Background: an optimization exercise with open tools, aiming at small area, a short achievable clock period and few clock cycles. Do not read the settings as production practice.
At most, simulation tests tie the RTL to the original design; equivalence was not proved.
Power is estimated from default activity; no workload was simulated.

== JK ==
// bp_unit
module bp_unit (
    input  logic                           clk,
    input  logic                           rst,
    input  logic                           pred_req,
    input  logic [bp_pkg::PC_W-1:0]        pred_pc,
    output logic                           pred_ack,
    output logic                           pred_taken,
    output logic [bp_pkg::PHT_INDEX_W-1:0] pred_index,
    input  logic                           res_req,
    input  bp_pkg::br_kind_t               res_kind,
    input  logic [bp_pkg::PHT_INDEX_W-1:0] res_index,
    input  logic                           res_taken,
    input  logic                           res_mispred,
    output logic                           res_ack,
    output logic [bp_pkg::STAT_W-1:0]      br_total,
    output logic [bp_pkg::STAT_W-1:0]      br_missed,
    output logic [bp_pkg::STAT_W-1:0]      jal_total,
    output logic [bp_pkg::STAT_W-1:0]      jal_missed,
    output logic [bp_pkg::STAT_W-1:0]      jalr_total,
    output logic [bp_pkg::STAT_W-1:0]      jalr_missed
);
    logic [PHT_INDEX_W-1:0] ghr;
    logic                   upd_en;
    logic [PHT_INDEX_W-1:0] upd_index;
    logic                   upd_taken;
    logic                   stat_en;
    logic                   is_br;
    logic                   is_jal;
    logic                   is_jalr;
    logic [PHT_SIZE-1:0]    tk_bits;
    bp_index_stage index_stage (
        .clk          (clk),
        .rst          (rst),
        .pred_req     (pred_req),
        .pred_pc      (pred_pc),
        .ghr          (ghr),
        .tk_bits      (tk_bits),
        .pred_ack     (pred_ack),
        .pred_taken   (pred_taken),
        .pred_index   (pred_index)
    );
    pht_table pht (
        .clk          (clk),
        .rst          (rst),
  ...
Size in the first run: ~1400 cells after synthesis, roughly 160 I/O pins, ~0.017 mm^2 of cells after synthesis.
==> flow/config.mk <==
export PLATFORM = sky130hd
export DESIGN_NAME = bp_unit
export DESIGN_NICKNAME = bp_unit
export VERILOG_FILES = /design/flow/design.v
export SDC_FILE = /design/flow/constraint.sdc
export NUM_CORES = 4
export LEC_CHECK = 0
export ABC_CLOCK_PERIOD_IN_PS = 2500
export CAP_MARGIN = 20
export CORE_MARGIN = 2
export CORE_UTILIZATION = 40
export SLEW_MARGIN = 20
==> flow/constraint.sdc <==
create_clock -name core_clock -period 5.0 [get_ports {clk}]
set_input_delay 1.0000 -clock core_clock [delete_from_list [all_inputs] [get_ports {clk}]]
set_output_delay 1.0000 -clock core_clock [all_outputs]
set_load 0.01 [all_outputs]
run.sh (not shown) runs the stock make flow with config.mk's settings and CLKGATE_MAP_FILE= SYNTH_SCRIPT=/design/flow/synth_recipe.tcl, a recipe that flattens the netlist after the stock synthesis.
Testbench counts of JK, summed over its fixed seeds: cycles 60,000.
#### Input delta (MS over JK)
- an added SETUP_SLACK_MARGIN of 2.6
Findings:
Between JK and MS, sequential fraction of total cell area is higher for JK, MS comes in under that.
The run with more routed wire is MS, not JK.
Compared with JK, in MS register-to-register slack +0.64 ns; largest stage delay on the critical path went down; area growth from synthesis to layout up 7.0 points; number of nets in the finished design higher.
Clock network latency to the later pin of the worst-skew pair of JK is on par with MS.
Power drawn by the clock network ends up higher on MS.
Area of the die: MS vs JK identical
Looking at number of antenna violations at the first check in global routing, MS sits 1 lower than JK does.
--- input diff MS..AL ---
- setting CTS_CLUSTER_SIZE to 22 for the first time
- setting CTS_BUF_LIST to sky130_fd_sc_hd__clkbuf_16 for the first time
- setting CTS_CLUSTER_DIAMETER to 80 for the first time
==> run notes <==
[compare] base=MS new=AL: mean routed wirelength per cell flat; final area shows a reduction of about 2.7%; worst setup margin lower. AL ends up with a highest clock rate that is about 1.6% lower than in MS. Clock share of power in AL vs MS: down 8.8 points. Compared with MS, in AL count of clock-buffer cells in the layout lost 38; non-clock inverter instance count of the final layout shows no meaningful change; first-pass GRT wire length has decreased; final cell count shrank by about 1.5%. AL vs MS: total wirelength of the detailed-routed design down. Source of the critical timing path: pred_pc[2] -> MS, res_index[0] -> AL.
Setup changes, AL to TR
- a change of CTS_BUF_LIST from sky130_fd_sc_hd__clkbuf_16 to sky130_fd_sc_hd__clkbuf_8
- a change of CTS_CLUSTER_SIZE from 22 to 30
- a deleted CTS_CLUSTER_DIAMETER that had been 80
--- outcome ---
- Part of the power in the clock network | TR above AL
- Changes observed in TR relative to AL: sequential share of power shrank by 5.2 points; fraction of power consumed by combinational cells shrank by 1.7 points; wire length shrank by about 0.8%.
- TR does worse than AL on clock skew.
- Count of plain and timing-repair buffers in the layout came out lower on TR than on AL.
- Of AL and TR, the higher total design power belongs to TR.
- Worst setup slack, AL and TR, lower one = AL.
- Clock net sink count across AL and TR: no real change.

========
== old ==
The RTL this note starts from:
==> flow/design.v <==
`default_nettype none
package bp_pkg;
    localparam int PHT_SIZE    = 128;
    localparam int PHT_INDEX_W = $clog2(PHT_SIZE);
    localparam int PC_W = 32;
    localparam int CTR_W = 2;
    localparam logic [CTR_W-1:0] CTR_INIT = 2'd1;
    localparam int STAT_W = 16;
    typedef enum logic [6:0] {
        kind_br   = 7'b1100011,
        kind_jal  = 7'b1101111,
        kind_jalr = 7'b1100111
    } br_kind_t;
    typedef enum logic [1:0] {
        st_idle   = 2'd0,
        st_lookup = 2'd1,
        st_read   = 2'd2,
        st_ack    = 2'd3
    } hs_state_t;
endpackage
`default_nettype wire
`timescale 1ns/1ps
`default_nettype none
import bp_pkg::*;
module bp_index_stage (
    input  logic                           clk,
    input  logic                           rst,
    input  logic                           pred_req,
    input  logic [bp_pkg::PC_W-1:0]        pred_pc,
    input  logic [bp_pkg::PHT_INDEX_W-1:0] ghr,
    input  logic [bp_pkg::PHT_SIZE-1:0]    tk_bits,
    output logic                           pred_ack,
    output logic                           pred_taken,
    output logic [bp_pkg::PHT_INDEX_W-1:0] pred_index
);
    logic                   req_q;
    logic [PHT_INDEX_W-1:0] index;
    logic [3:0]             cand;
    logic [3:0]             sel;
    assign index = pred_pc[PHT_INDEX_W+1:2] ^ ghr;
    always_ff @(posedge clk) begin
        if (rst) begin
            req_q <= 1'b0;
        end else begin
            req_q <= pred_req;
        end
    end
    assign pred_ack = pred_req & req_q;
    always_ff @(posedge clk) begin
        pred_index <= index;
        for (int q = 0; q < 4; q++) begin
            cand[q] <= tk_bits[{q[1:0], index[PHT_INDEX_W-3:0]}];
            sel[q]  <= (index[PHT_INDEX_W-1:PHT_INDEX_W-2] == q[1:0]);
        end
    end
    assign pred_taken = |(cand & sel);
endmodule
`default_nettype wire
`timescale 1ns/1ps
`default_nettype none
import bp_pkg::*;
module pht_table (
    input  logic                           clk,
    input  logic                           rst,
    input  logic [bp_pkg::PHT_INDEX_W-1:0] res_index,
    input  logic                           upd_en,
    input  logic [bp_pkg::PHT_INDEX_W-1:0] upd_index,
    input  logic                           upd_taken,
    output logic [bp_pkg::PHT_SIZE-1:0]    tk_bits
);
    logic [CTR_W-1:0] ctrs [PHT_SIZE];
    logic [CTR_W-1:0] cand [4];
    logic [CTR_W-1:0] old;
    logic [CTR_W-1:0] wdata;
    logic [7:0]       we_hi;
    logic [15:0]      we_lo;
    always_comb begin
        for (int i = 0; i < PHT_SIZE; i++) begin
            tk_bits[i] = ctrs[i][CTR_W-1];
        end
    end
    always_ff @(posedge clk) begin
        for (int q = 0; q < 4; q++) begin
            cand[q] <= ctrs[{q[1:0], res_index[PHT_INDEX_W-3:0]}];
        end
    end
    assign old = cand[upd_index[PHT_INDEX_W-1:PHT_INDEX_W-2]];
    assign wdata[1] = ~rst & ((old[1] & old[0]) | (upd_taken & (old[1] | old[0])));
    assign wdata[0] =  rst | ((old[1] & ~old[0]) | (upd_taken & (old[1] | ~old[0])));
    always_comb begin
        for (int j = 0; j < 8; j++) begin
            we_hi[j] = rst | (upd_en & (upd_index[6:4] == j[2:0]));
        end
        for (int k = 0; k < 16; k++) begin
            we_lo[k] = rst | (upd_index[3:0] == k[3:0]);
        end
    end
    always_ff @(posedge clk) begin
        for (int i = 0; i < PHT_SIZE; i++) begin
            if (we_hi[i/16] & we_lo[i%16]) begin
                ctrs[i] <= wdata;
            end
        end
    end
endmodule
`default_nettype wire
`timescale 1ns/1ps
`default_nettype none
import bp_pkg::*;
module bp_resolve_stage (
    input  logic                           clk,
    input  logic                           rst,
    input  logic                           res_req,
    input  bp_pkg::br_kind_t               res_kind,
    input  logic [bp_pkg::PHT_INDEX_W-1:0] res_index,
    input  logic                           res_taken,
    output logic                           res_ack,
    output logic [bp_pkg::PHT_INDEX_W-1:0] ghr,
    output logic                           upd_en,
    output logic [bp_pkg::PHT_INDEX_W-1:0] upd_index,
    output logic                           upd_taken,
    output logic                           stat_en,
    output logic                           is_br,
    output logic                           is_jal,
    output logic                           is_jalr
);
    logic rdy;
    logic req_q;
    always_ff @(posedge clk) begin
        if (rst) begin
            rdy   <= 1'b0;
            req_q <= 1'b0;
        end else begin
            rdy   <= 1'b1;
            req_q <= res_req;
        end
    end
    assign res_ack = res_req & rdy;
    assign is_br   = (res_kind == kind_br);
    assign is_jal  = (res_kind == kind_jal);
    assign is_jalr = (res_kind == kind_jalr);
    assign stat_en = res_req & ~req_q;
    always_ff @(posedge clk) begin
        if (rst) begin
            upd_en <= 1'b0;
        end else begin
            upd_en <= stat_en & is_br;
        end
        upd_index <= res_index;
        upd_taken <= res_taken;
    end
    always_ff @(posedge clk) begin
        if (rst) begin
            ghr <= '0;
        end else if (upd_en) begin
            ghr <= {ghr[PHT_INDEX_W-2:0], upd_taken};
        end
    end
endmodule
`default_nettype wire
`timescale 1ns/1ps
`default_nettype none
import bp_pkg::*;
module mispredict_stats (
    input  logic                      clk,
    input  logic                      rst,
    input  logic                      stat_en,
    input  logic                      is_br,
    input  logic                      is_jal,
    input  logic                      is_jalr,
    input  logic                      stat_miss,
    output logic [bp_pkg::STAT_W-1:0] br_total,
    output logic [bp_pkg::STAT_W-1:0] br_missed,
    output logic [bp_pkg::STAT_W-1:0] jal_total,
    output logic [bp_pkg::STAT_W-1:0] jal_missed,
    output logic [bp_pkg::STAT_W-1:0] jalr_total,
    output logic [bp_pkg::STAT_W-1:0] jalr_missed
);
    logic [5:0]        inc;
    logic [STAT_W-1:0] cnt  [6];
    logic [STAT_W-1:0] carry [6];
    assign inc[0] = stat_en & is_br;
    assign inc[1] = stat_en & is_br & stat_miss;
    assign inc[2] = stat_en & is_jal;
    assign inc[3] = stat_en & is_jal & stat_miss;
    assign inc[4] = stat_en & is_jalr;
    assign inc[5] = stat_en & is_jalr & stat_miss;
    always_comb begin
        for (int c = 0; c < 6; c++) begin
            carry[c][0] = 1'b1;
            for (int i = 1; i < STAT_W; i++) begin
                carry[c][i] = carry[c][i-1] & cnt[c][i-1];
            end
        end
    end
    always_ff @(posedge clk) begin
        for (int c = 0; c < 6; c++) begin
            cnt[c] <= {STAT_W{~rst}} & (cnt[c] ^ ({STAT_W{inc[c]}} & carry[c]));
        end
    end
    assign br_total    = cnt[0];
    assign br_missed   = cnt[1];
    assign jal_total   = cnt[2];
    assign jal_missed  = cnt[3];
    assign jalr_total  = cnt[4];
    assign jalr_missed = cnt[5];
endmodule
`default_nettype wire
`timescale 1ns/1ps
`default_nettype none
import bp_pkg::*;
module bp_unit (
    input  logic                           clk,
    input  logic                           rst,
    input  logic                           pred_req,
    input  logic [bp_pkg::PC_W-1:0]        pred_pc,
    output logic                           pred_ack,
    output logic                           pred_taken,
    output logic [bp_pkg::PHT_INDEX_W-1:0] pred_index,
    input  logic                           res_req,
    input  bp_pkg::br_kind_t               res_kind,
    input  logic [bp_pkg::PHT_INDEX_W-1:0] res_index,
    input  logic                           res_taken,
    input  logic                           res_mispred,
    output logic                           res_ack,
    output logic [bp_pkg::STAT_W-1:0]      br_total,
    output logic [bp_pkg::STAT_W-1:0]      br_missed,
    output logic [bp_pkg::STAT_W-1:0]      jal_total,
    output logic [bp_pkg::STAT_W-1:0]      jal_missed,
    output logic [bp_pkg::STAT_W-1:0]      jalr_total,
    output logic [bp_pkg::STAT_W-1:0]      jalr_missed
);
    logic [PHT_INDEX_W-1:0] ghr;
    logic                   upd_en;
    logic [PHT_INDEX_W-1:0] upd_index;
    logic                   upd_taken;
    logic                   stat_en;
    logic                   is_br;
    logic                   is_jal;
    logic                   is_jalr;
    logic [PHT_SIZE-1:0]    tk_bits;
    bp_index_stage index_stage (
        .clk          (clk),
        .rst          (rst),
        .pred_req     (pred_req),
        .pred_pc      (pred_pc),
        .ghr          (ghr),
        .tk_bits      (tk_bits),
        .pred_ack     (pred_ack),
        .pred_taken   (pred_taken),
        .pred_index   (pred_index)
    );
    pht_table pht (
        .clk          (clk),
        .rst          (rst),
        .res_index    (res_index),
        .upd_en       (upd_en),
        .upd_index    (upd_index),
        .upd_taken    (upd_taken),
        .tk_bits      (tk_bits)
    );
    bp_resolve_stage resolve_stage (
        .clk          (clk),
        .rst          (rst),
        .res_req      (res_req),
        .res_kind     (res_kind),
        .res_index    (res_index),
        .res_taken    (res_taken),
        .res_ack      (res_ack),
        .ghr          (ghr),
        .upd_en       (upd_en),
        .upd_index    (upd_index),
        .upd_taken    (upd_taken),
        .stat_en      (stat_en),
        .is_br        (is_br),
        .is_jal       (is_jal),
        .is_jalr      (is_jalr)
    );
    mispredict_stats stats (
        .clk          (clk),
        .rst          (rst),
        .stat_en      (stat_en),
        .is_br        (is_br),
        .is_jal       (is_jal),
        .is_jalr      (is_jalr),
        .stat_miss    (res_mispred),
        .br_total     (br_total),
        .br_missed    (br_missed),
        .jal_total    (jal_total),
        .jal_missed   (jal_missed),
        .jalr_total   (jalr_total),
        .jalr_missed  (jalr_missed)
    );
endmodule
`default_nettype wire
export LEC_CHECK = 0
export ABC_CLOCK_PERIOD_IN_PS = 2500
export CAP_MARGIN = 20
export CORE_MARGIN = 2
export CORE_UTILIZATION = 40
export CTS_BUF_LIST = sky130_fd_sc_hd__clkbuf_8
export CTS_CLUSTER_SIZE = 30
export SETUP_SLACK_MARGIN = 2.6
export SLEW_MARGIN = 20
create_clock -name core_clock -period 5.0 [get_ports {clk}]
Modified inputs, new compared to old
==> flow/flow/run.sh (new file) <==
#!/bin/bash
# The standard layout (standard.sh), with plain buf_2 cells as the port
# buffers instead of the delay cells buffer_ports picks by default.
set -euo pipefail
export BUFFER_PORTS_ARGS="-buffer_cell sky130_fd_sc_hd__buf_2"
bash standard.sh > standard.log 2>&1
==> flow/standard.sh (new file) <==
#!/bin/bash
# synth_recipe.tcl (not shown) runs the flow's synth.tcl, then flattens the netlist and writes it again
# the make line also repeats each setting of config.mk as NAME=value (left out here)
make -C /OpenROAD-flow-scripts/flow DESIGN_CONFIG=/design/flow/config.mk WORK_HOME=/design/flow/orfs CLKGATE_MAP_FILE= SYNTH_SCRIPT=/design/flow/synth_recipe.tcl "${@:-finish}"
removed: flow/run.sh
[summary]
new did not stop at any stage, and its layout met the timing, design-rule and antenna checks.
Compared new vs old, and clock period minus final worst setup slack is up in new.
From old to new the numbers moved as follows: first-pass GRT wire length fell by 2300 um; relative area of clock buffers and inverters in the final design stayed essentially flat.
For old, the destination of the critical timing path was pht.cand[2][1], unlike new, where it was pht.cand[3][0].
Count of inserted antenna diode cells: new higher than old
Taking old as the reference point, the area of the multi-input gates of new falls by 110 um2.
As of new, power consumption had fallen slightly compared to old.
Any difference in flip-flop and latch count between new and old is small enough to ignore.
new vs old on hold slack: new is the lower one.
[new] worst setup slack before clock tree synthesis rose 0.012 ns relative to old
Diff old -> new | non-clock buffering overhead in the final layout | decrease of 3.5 points
| clock buffer count from CTS | new vs old | about 1.4% lower |
No functional check of the RTL was part of any run of this note.

what the ideal ports hide:
No port has a modelled driver above. Below, the same layouts with a new extraction and two added sets of constraints. Step 1 sets driving cells, clkbuf_16 on the clock port and buf_2 on the other inputs (assumed; they add their load-dependent delay and slew). Step 2 adds t to the input delays and takes it off the output delays; t is the mean of the earliest and latest rising clock arrival at the registers after step 1. Input paths then give back, and output paths get back, about the clock's delay inside the block. a / b / c = ideal ports / drivers / drivers and shift; a / b = the first two.
| run | t, ns | setup slack, ns | worst hold slack (ns) | slew at the worst register clock pin (ns) | worst data-port slew with drivers (ns) |
|---|---|---|---|---|---|
| JK | 0.631 | 1.471 / 1.506 / 0.876 | 0.449 / 0.449 / 0.449 | 0.07 / 0.07 | 0.07 |
| MS | 0.633 | 2.495 / 2.432 / 1.800 | 0.462 / 0.462 / 0.462 | 0.07 / 0.07 | 0.20 |
| AL | 0.631 | 2.454 / 2.393 / 1.762 | 0.460 / 0.460 / 0.460 | 0.09 / 0.09 | 0.19 |
| TR | 0.693 | 2.565 / 2.503 / 1.810 | 0.475 / 0.475 / 0.475 | 0.07 / 0.07 | 0.17 |
| old | 0.649 | 2.526 / 2.552 / 1.904 | 0.500 / 0.500 / 0.500 | 0.06 / 0.06 | 0.07 |
| new | 0.660 | 2.475 / 2.511 / 1.851 | 0.493 / 0.493 / 0.493 | 0.07 / 0.07 | 0.07 |
After both steps setup and hold are still met in every run listed. The setup slack of TR, which loses most, moves by -0.062 ns with the drivers and by -0.755 ns with both steps.
